Context: an optimization exercise on an open-source flow, tuned for small area, a short achievable clock period and few clock cycles per item. The choices shown serve that exercise and are no tape-out recipe. Where RTL was checked, it was by simulation tests only, not by an equivalence proof against the original. The flow treats the clock pin as an ideal source, which a real chip does not have. No activity file was given, so power comes from the tool's default toggle rates.

## pine
==> module mpeg_scrambler_top, before the edit <==
module mpeg_scrambler_top (
	input  logic            clk,
	input  logic            rst_n,
	input  mpeg_pkg::byte_t mpeg_in,
	input  logic            mpeg_in_en,
	input  logic            stream_end,
	input  mpeg_pkg::key_t  key_in,
	input  logic            key_en,
	output mpeg_pkg::byte_t mpeg_out,
	output logic            mpeg_out_en,
	output logic            mpeg_prog_full
);
	localparam logic [1:0] SC_IDLE = 2'b00;
	localparam logic [1:0] SC_ZERO = 2'b01;
	localparam logic [1:0] SC_ZERO_ZERO = 2'b11;
	localparam logic [1:0] SC_PREFIX = 2'b10;
	mpeg_pkg::key_t lfsr;
	logic step_d;
	logic load_default;
	logic key_bit;
	logic [1:0] state;
	logic [1:0] state_nx;
	logic video;
	logic video_nx;
	logic carries_sign;
	logic is_zero;
	logic is_one;
	logic is_slice;
	logic step;
	assign carries_sign = |mpeg_in[7:1];
	assign is_zero = ~carries_sign & ~mpeg_in[0];
	assign is_one = ~carries_sign & mpeg_in[0];
	assign is_slice = (mpeg_in >= 8'h01) && (mpeg_in <= 8'hAF);
	assign key_bit = load_default ? 16'hACE1 >> (16 - 1) : (step_d ? lfsr[14] : lfsr[15]);
	assign step = mpeg_in_en & video & carries_sign;
	assign mpeg_prog_full = 1'b0;
	always_comb begin
		state_nx = state;
		video_nx = video;
		case (state)
			SC_IDLE: state_nx = is_zero ? SC_ZERO : SC_IDLE;
			SC_ZERO: state_nx = is_zero ? SC_ZERO_ZERO : SC_IDLE;
			SC_ZERO_ZERO: state_nx = is_one ? SC_PREFIX : (is_zero ? SC_ZERO_ZERO : SC_IDLE);
			default: begin
				state_nx = SC_IDLE;
				video_nx = is_slice;
			end
		endcase
		if (stream_end) begin
			state_nx = SC_IDLE;
			video_nx = 1'b0;
		end
	end
	always_ff @(posedge clk) begin
		mpeg_out <= {mpeg_in[7:1], mpeg_in[0] ^ (video & carries_sign & key_bit)};
		mpeg_out_en <= mpeg_in_en & rst_n;
	end
	logic sel_key;
	logic sel_shift;
	logic sel_hold;
	logic force_one;
	mpeg_pkg::key_t lfsr_shifted;
	mpeg_pkg::key_t lfsr_nx;
	assign sel_key = key_en;
	assign sel_shift = ~key_en & ~load_default & step_d;
	assign sel_hold = ~key_en & ~load_default & ~step_d;
	assign force_one = ~key_en & load_default;
	assign lfsr_shifted = {lfsr[14:0], lfsr[15] ^ lfsr[13] ^ lfsr[12] ^ lfsr[10]};
	for (genvar i = 0; i < 16; i++) begin : g_lfsr
		lfsr_next #(.DEFAULT(16'hACE1 >> i & 1)) next (
			.cur(lfsr[i]),
			.shifted(lfsr_shifted[i]),
			.key(key_in[i]),
			.sel_key(sel_key),
			.sel_shift(sel_shift),
			.sel_hold(sel_hold),
			.force_one(force_one),
			.nx(lfsr_nx[i])
		);
	end
	always_ff @(posedge clk)
		lfsr <= lfsr_nx;
	always_ff @(posedge clk) begin
		if (!rst_n) begin
			step_d <= 1'b0;
			load_default <= 1'b1;
			state <= SC_IDLE;
			video <= 1'b0;
		end else begin
			step_d <= step & ~key_en;
			load_default <= key_en & (key_in == '0);
			if (mpeg_in_en) begin
				state <= state_nx;
				video <= video_nx;
			end
		end
	end
endmodule
export LEC_CHECK = 0
export CAP_MARGIN = 20
export CORE_AREA = 2.5 2.5 58.5 58.5
export DIE_AREA = 0 0 61 61
export SETUP_SLACK_MARGIN = 3.15
export SLEW_MARGIN = 20
export SYNTH_HIERARCHICAL = 1
create_clock -name core_clock -period 5.0 [get_ports {clk}]
standard.sh (not shown) runs the stock make flow with config.mk's settings and CLKGATE_MAP_FILE= SYNTH_SCRIPT=/design/flow/synth_recipe.tcl, a recipe that flattens the netlist after the stock synthesis.
==> flow/flow/run.sh <==
#!/bin/bash
# Standard ORFS layout with plain buf_1 cells as the port buffers (buffer_ports otherwise picks a
# delay buffer), a clock tree of clkbuf_4 cells without dummy loads, and the slow wide OR cells
# added to the platform's don't-use list (flow/dont_use.txt holds the platform's list and these),
# so that synthesis builds wide ORs from NOR and NAND gates. Make's full output goes to
# flow_make.log here.
set -euo pipefail
bash standard.sh "BUFFER_PORTS_ARGS=-buffer_cell sky130_fd_sc_hd__buf_1" \
	"CTS_ARGS=-sink_clustering_enable -repair_clock_nets -dont_use_dummy_load -buf_list sky130_fd_sc_hd__clkbuf_4" \
	"DONT_USE_CELLS=$(cat flow/dont_use.txt)" \
	finish > flow_make.log 2>&1
==> flow/flow/dont_use.txt <==
sky130_fd_sc_hd__probe_p_8 sky130_fd_sc_hd__probec_p_8 sky130_fd_sc_hd__lpflow_bleeder_1 sky130_fd_sc_hd__lpflow_clkbufkapwr_1 sky130_fd_sc_hd__lpflow_clkbufkapwr_16 sky130_fd_sc_hd__lpflow_clkbufkapwr_2 sky130_fd_sc_hd__lpflow_clkbufkapwr_4 sky130_fd_sc_hd__lpflow_clkbufkapwr_8 sky130_fd_sc_hd__lpflow_clkinvkapwr_1 sky130_fd_sc_hd__lpflow_clkinvkapwr_16 sky130_fd_sc_hd__lpflow_clkinvkapwr_2 sky130_fd_sc_hd__lpflow_clkinvkapwr_4 sky130_fd_sc_hd__lpflow_clkinvkapwr_8 sky130_fd_sc_hd__lpflow_decapkapwr_12 sky130_fd_sc_hd__lpflow_decapkapwr_3 sky130_fd_sc_hd__lpflow_decapkapwr_4 sky130_fd_sc_hd__lpflow_decapkapwr_6 sky130_fd_sc_hd__lpflow_decapkapwr_8 sky130_fd_sc_hd__lpflow_inputiso0n_1 sky130_fd_sc_hd__lpflow_inputiso0p_1 sky130_fd_sc_hd__lpflow_inputiso1n_1 sky130_fd_sc_hd__lpflow_inputiso1p_1 sky130_fd_sc_hd__lpflow_inputisolatch_1 sky130_fd_sc_hd__lpflow_isobufsrc_1 sky130_fd_sc_hd__lpflow_isobufsrc_16 sky130_fd_sc_hd__lpflow_isobufsrc_2 sky130_fd_sc_hd__lpflow_isobufsrc_4 sky130_fd_sc_hd__lpflow_isobufsrc_8 sky130_fd_sc_hd__lpflow_isobufsrckapwr_16 sky130_fd_sc_hd__lpflow_lsbuf_lh_hl_isowell_tap_1 sky130_fd_sc_hd__lpflow_lsbuf_lh_hl_isowell_tap_2 sky130_fd_sc_hd__lpflow_lsbuf_lh_hl_isowell_tap_4 sky130_fd_sc_hd__lpflow_lsbuf_lh_isowell_4 sky130_fd_sc_hd__lpflow_lsbuf_lh_isowell_tap_1 sky130_fd_sc_hd__lpflow_lsbuf_lh_isowell_tap_2 sky130_fd_sc_hd__lpflow_lsbuf_lh_isowell_tap_4 sky130_fd_sc_hd__or4_1 sky130_fd_sc_hd__or4_2 sky130_fd_sc_hd__or4_4 sky130_fd_sc_hd__or4b_1 sky130_fd_sc_hd__or4b_2 sky130_fd_sc_hd__or4b_4 sky130_fd_sc_hd__or4bb_1 sky130_fd_sc_hd__or4bb_2 sky130_fd_sc_hd__or4bb_4 sky130_fd_sc_hd__or3_1 sky130_fd_sc_hd__or3_2 sky130_fd_sc_hd__or3_4 sky130_fd_sc_hd__or3b_1 sky130_fd_sc_hd__or3b_2 sky130_fd_sc_hd__or3b_4
Testbench counts of pine, summed over its fixed seeds: cycles 173,216, bytes 173,208.
Setup changes, pine to birch
diff --git a/flow/design.v b/flow/design.v
--- a/flow/design.v
+++ b/flow/design.v
@@ -56,9 +56,8 @@
 	localparam logic [1:0] SC_ZERO_ZERO = 2'b11;
 	localparam logic [1:0] SC_PREFIX = 2'b10;
 	mpeg_pkg::key_t lfsr;
 	logic step_d;
-	logic load_default;
 	logic key_bit;
 	logic [1:0] state;
 	logic [1:0] state_nx;
 	logic video;
@@ -71,9 +70,9 @@
 	assign carries_sign = |mpeg_in[7:1];
 	assign is_zero = ~carries_sign & ~mpeg_in[0];
 	assign is_one = ~carries_sign & mpeg_in[0];
 	assign is_slice = (mpeg_in >= 8'h01) && (mpeg_in <= 8'hAF);
-	assign key_bit = load_default ? 16'hACE1 >> (16 - 1) : (step_d ? lfsr[14] : lfsr[15]);
+	assign key_bit = step_d ? lfsr[14] : lfsr[15];
 	assign step = mpeg_in_en & video & carries_sign;
 	assign mpeg_prog_full = 1'b0;
 	always_comb begin
 		state_nx = state;
@@ -101,12 +100,12 @@
 	logic sel_hold;
 	logic force_one;
 	mpeg_pkg::key_t lfsr_shifted;
 	mpeg_pkg::key_t lfsr_nx;
-	assign sel_key = key_en;
-	assign sel_shift = ~key_en & ~load_default & step_d;
-	assign sel_hold = ~key_en & ~load_default & ~step_d;
-	assign force_one = ~key_en & load_default;
+	assign sel_key = rst_n & key_en & (key_in != '0);
+	assign sel_shift = rst_n & ~key_en & step_d;
+	assign sel_hold = rst_n & ~key_en & ~step_d;
+	assign force_one = ~rst_n | (key_en & (key_in == '0));
 	assign lfsr_shifted = {lfsr[14:0], lfsr[15] ^ lfsr[13] ^ lfsr[12] ^ lfsr[10]};
 	for (genvar i = 0; i < 16; i++) begin : g_lfsr
 		lfsr_next #(.DEFAULT(16'hACE1 >> i & 1)) next (
 			.cur(lfsr[i]),
@@ -123,14 +122,12 @@
 		lfsr <= lfsr_nx;
 	always_ff @(posedge clk) begin
 		if (!rst_n) begin
 			step_d <= 1'b0;
-			load_default <= 1'b1;
 			state <= SC_IDLE;
 			video <= 1'b0;
 		end else begin
 			step_d <= step & ~key_en;
-			load_default <= key_en & (key_in == '0);
 			if (mpeg_in_en) begin
 				state <= state_nx;
 				video <= video_nx;
 			end
==> comparison <==
birch went all the way through the flow, and no timing, DRC or antenna check failed. Summary of birch over pine: power dissipated in combinational cells shows an increase of about 40%; slew at the pin with the worst max-slew slack shows a reduction of 0.096 ns; total power of the final layout went up about 1.9%; worst-path maximum fanout +6. Sort pine and birch by total leakage power, ascending, and pine comes first. Diff birch..pine | number of rows in the core area | unchanged. Average wire per standard cell in birch is 13% above pine. | clock share of power | birch vs pine | 0.3 points lower |. Worst slack on hold paths came out higher on birch than on pine.
No functional check of the RTL was part of birch.


The RTL this note starts from:
==> flow/design.v <==
`timescale 1ns/100ps
package mpeg_pkg;
	typedef logic [8-1:0] byte_t;
	typedef logic [16-1:0] key_t;
	typedef enum logic {
		run_misc  = 1'b0,
		run_video = 1'b1
	} run_class_e;
	typedef logic [7:0] run_len_t;
	typedef enum logic [1:0] {
		sc_idle,
		sc_zero,
		sc_zero_zero,
		sc_prefix
	} scan_state_e;
	typedef enum logic {
		join_idle,
		join_copy
	} join_state_e;
endpackage
`timescale 1ns/100ps
module mpeg_scrambler_top (
	input  logic            clk,
	input  logic            rst_n,
	input  mpeg_pkg::byte_t mpeg_in,
	input  logic            mpeg_in_en,
	input  logic            stream_end,
	input  mpeg_pkg::key_t  key_in,
	input  logic            key_en,
	output mpeg_pkg::byte_t mpeg_out,
	output logic            mpeg_out_en,
	output logic            mpeg_prog_full
);
	localparam logic [1:0] SC_IDLE = 2'b00;
	localparam logic [1:0] SC_ZERO = 2'b01;
	localparam logic [1:0] SC_ZERO_ZERO = 2'b11;
	localparam logic [1:0] SC_PREFIX = 2'b10;
	mpeg_pkg::key_t lfsr;
	logic step_d;
	logic key_bit;
	logic [1:0] state;
	logic [1:0] state_nx;
	logic video;
	logic video_nx;
	logic carries_sign;
	logic is_zero;
	logic is_one;
	logic is_slice;
	logic step;
	assign carries_sign = |mpeg_in[7:1];
	assign is_zero = ~carries_sign & ~mpeg_in[0];
	assign is_one = ~carries_sign & mpeg_in[0];
	assign is_slice = (mpeg_in >= 8'h01) && (mpeg_in <= 8'hAF);
	assign key_bit = step_d ? lfsr[14] : lfsr[15];
	assign step = mpeg_in_en & video & carries_sign;
	assign mpeg_prog_full = 1'b0;
	always_comb begin
		state_nx = state;
		video_nx = video;
		case (state)
			SC_IDLE: state_nx = is_zero ? SC_ZERO : SC_IDLE;
			SC_ZERO: state_nx = is_zero ? SC_ZERO_ZERO : SC_IDLE;
			SC_ZERO_ZERO: state_nx = is_one ? SC_PREFIX : (is_zero ? SC_ZERO_ZERO : SC_IDLE);
			default: begin
				state_nx = SC_IDLE;
				video_nx = is_slice;
			end
		endcase
		if (stream_end) begin
			state_nx = SC_IDLE;
			video_nx = 1'b0;
		end
	end
	always_ff @(posedge clk) begin
		mpeg_out <= {mpeg_in[7:1], mpeg_in[0] ^ (video & carries_sign & key_bit)};
		mpeg_out_en <= mpeg_in_en & rst_n;
	end
	always_ff @(posedge clk) begin
		if (!rst_n) begin
			lfsr <= 16'hACE1;
			step_d <= 1'b0;
			state <= SC_IDLE;
			video <= 1'b0;
		end else begin
			if (key_en)
				lfsr <= (key_in == '0) ? mpeg_pkg::key_t'(16'hACE1) : key_in;
			else if (step_d)
				lfsr <= {lfsr[14:0], lfsr[15] ^ lfsr[13] ^ lfsr[12] ^ lfsr[10]};
			step_d <= step & ~key_en;
			if (mpeg_in_en) begin
				state <= state_nx;
				video <= video_nx;
			end
		end
	end
endmodule
export LEC_CHECK = 0
export CAP_MARGIN = 20
export CORE_MARGIN = 2
export CORE_UTILIZATION = 40
export SETUP_SLACK_MARGIN = 3.2
export SLEW_MARGIN = 20
create_clock -name core_clock -period 5.0 [get_ports {clk}]
==> flow/flow/run.sh <==
#!/bin/bash
# Standard ORFS layout with plain buf_1 cells as the port buffers (buffer_ports otherwise picks a
# delay buffer) and a single clock buffer (flow/pre_cts.tcl) in place of the clock tree.
# Make's full output goes to flow_make.log here.
set -euo pipefail
bash standard.sh "BUFFER_PORTS_ARGS=-buffer_cell sky130_fd_sc_hd__buf_1" \
	"PRE_CTS_TCL=$(pwd)/flow/pre_cts.tcl" finish > flow_make.log 2>&1
==> flow/flow/pre_cts.tcl <==
# One clock buffer, placed at the centre of the registers, drives every register: the design is
# small enough for a single clkbuf_16, and clock_tree_synthesis then leaves the buffered net as is.
set sx 0
set sy 0
set n 0
foreach inst [[ord::get_db_block] getInsts] {
  if { [[$inst getMaster] isSequential] } {
    lassign [$inst getLocation] x y
    set sx [expr { $sx + $x }]
    set sy [expr { $sy + $y }]
    incr n
  }
}
set cx [ord::dbu_to_microns [expr { $sx / $n }]]
set cy [ord::dbu_to_microns [expr { $sy / $n }]]
insert_buffer -buffer_cell sky130_fd_sc_hd__clkbuf_16 -net clk -buffer_name clkbuf_root \
  -location [list $cx $cy]
Testbench counts at the start, summed over its fixed seeds: cycles 173,216, bytes 173,208.
Rerun with:
--- a/flow/design.v
+++ b/flow/design.v
@@ -34,12 +34,13 @@
 	localparam logic [1:0] SC_IDLE = 2'b00;
 	localparam logic [1:0] SC_ZERO = 2'b01;
 	localparam logic [1:0] SC_ZERO_ZERO = 2'b11;
 	localparam logic [1:0] SC_PREFIX = 2'b10;
 	mpeg_pkg::key_t lfsr;
 	logic step_d;
+	logic key_zero_d;
 	logic key_bit;
 	logic [1:0] state;
 	logic [1:0] state_nx;
 	logic video;
 	logic video_nx;
 	logic carries_sign;
@@ -48,13 +49,13 @@
 	logic is_slice;
 	logic step;
 	assign carries_sign = |mpeg_in[7:1];
 	assign is_zero = ~carries_sign & ~mpeg_in[0];
 	assign is_one = ~carries_sign & mpeg_in[0];
 	assign is_slice = (mpeg_in >= 8'h01) && (mpeg_in <= 8'hAF);
-	assign key_bit = step_d ? lfsr[14] : lfsr[15];
+	assign key_bit = key_zero_d ? 16'hACE1 >> (16 - 1) : (step_d ? lfsr[14] : lfsr[15]);
 	assign step = mpeg_in_en & video & carries_sign;
 	assign mpeg_prog_full = 1'b0;
 	always_comb begin
 		state_nx = state;
 		video_nx = video;
 		case (state)
@@ -76,20 +77,24 @@
 		mpeg_out_en <= mpeg_in_en & rst_n;
 	end
 	always_ff @(posedge clk) begin
 		if (!rst_n) begin
 			lfsr <= 16'hACE1;
 			step_d <= 1'b0;
+			key_zero_d <= 1'b0;
 			state <= SC_IDLE;
 			video <= 1'b0;
 		end else begin
 			if (key_en)
-				lfsr <= (key_in == '0) ? mpeg_pkg::key_t'(16'hACE1) : key_in;
+				lfsr <= key_in;
+			else if (key_zero_d)
+				lfsr <= 16'hACE1;
 			else if (step_d)
 				lfsr <= {lfsr[14:0], lfsr[15] ^ lfsr[13] ^ lfsr[12] ^ lfsr[10]};
 			step_d <= step & ~key_en;
+			key_zero_d <= key_en & (key_in == '0);
 			if (mpeg_in_en) begin
 				state <= state_nx;
 				video <= video_nx;
 			end
 		end
 	end
- sequential power came out higher by about 3%
- design area rises by 1.8%
- maximum frequency is about the same
- sequential cell count came out higher by 1
- worst setup slack improves by 0.0053 ns
- global-route usage rises by 0.59 points
- die area went up by 5.0%
- total power is higher by 3.1%
- wire length is higher by 12%
- final cell count grows by 23%
- worst hold slack barely changes
- first-iteration DRC count climbs by 43%
- register-to-register slack gets better by 0.10 ns
Only the layout flow was run in the second run of this note; the RTL was not checked for function there.

[what the ideal ports hide]
No port has a modelled driver above. Below, the same layouts with a new extraction and two added sets of constraints.
Step 1 (the two cells are an assumption about what drives the block):
set clk [get_ports {clk}]
set_driving_cell -lib_cell sky130_fd_sc_hd__clkbuf_16 $clk
set_driving_cell -lib_cell sky130_fd_sc_hd__buf_2 [delete_from_list [all_inputs] $clk]
Step 2, shift: input delay + t, output delay - t, t = (earliest + latest rising clock arrival at the registers) / 2. This alone moves slack from input paths to output paths.
a / b / c = no drivers / after step 1 / after step 2; a / b = the first two.
run | t (ns) | setup WS [ns] | hold WS [ns] | worst register clock-pin slew, ns | worst slew at a driven data input, ns
pine | 0.331 | 3.216 / 3.195 / 2.940 | 0.460 / 0.460 / 0.460 | 0.09 / 0.09 | 0.03
birch | 0.337 | 3.024 / 3.008 / 2.671 | 0.468 / 0.468 / 0.468 | 0.09 / 0.09 | 0.05
the first run of note 2 | 0.195 | 3.177 / 3.170 / 2.975 | 0.485 / 0.485 / 0.485 | 0.11 / 0.11 | 0.05
the second run of note 2 | 0.198 | 3.182 / 3.175 / 2.978 | 0.485 / 0.485 / 0.485 | 0.11 / 0.11 | 0.06
After both steps every run listed still meets setup and hold. For birch, which loses most, drivers alone change the setup slack by -0.016 ns; drivers and shift together by -0.353 ns.
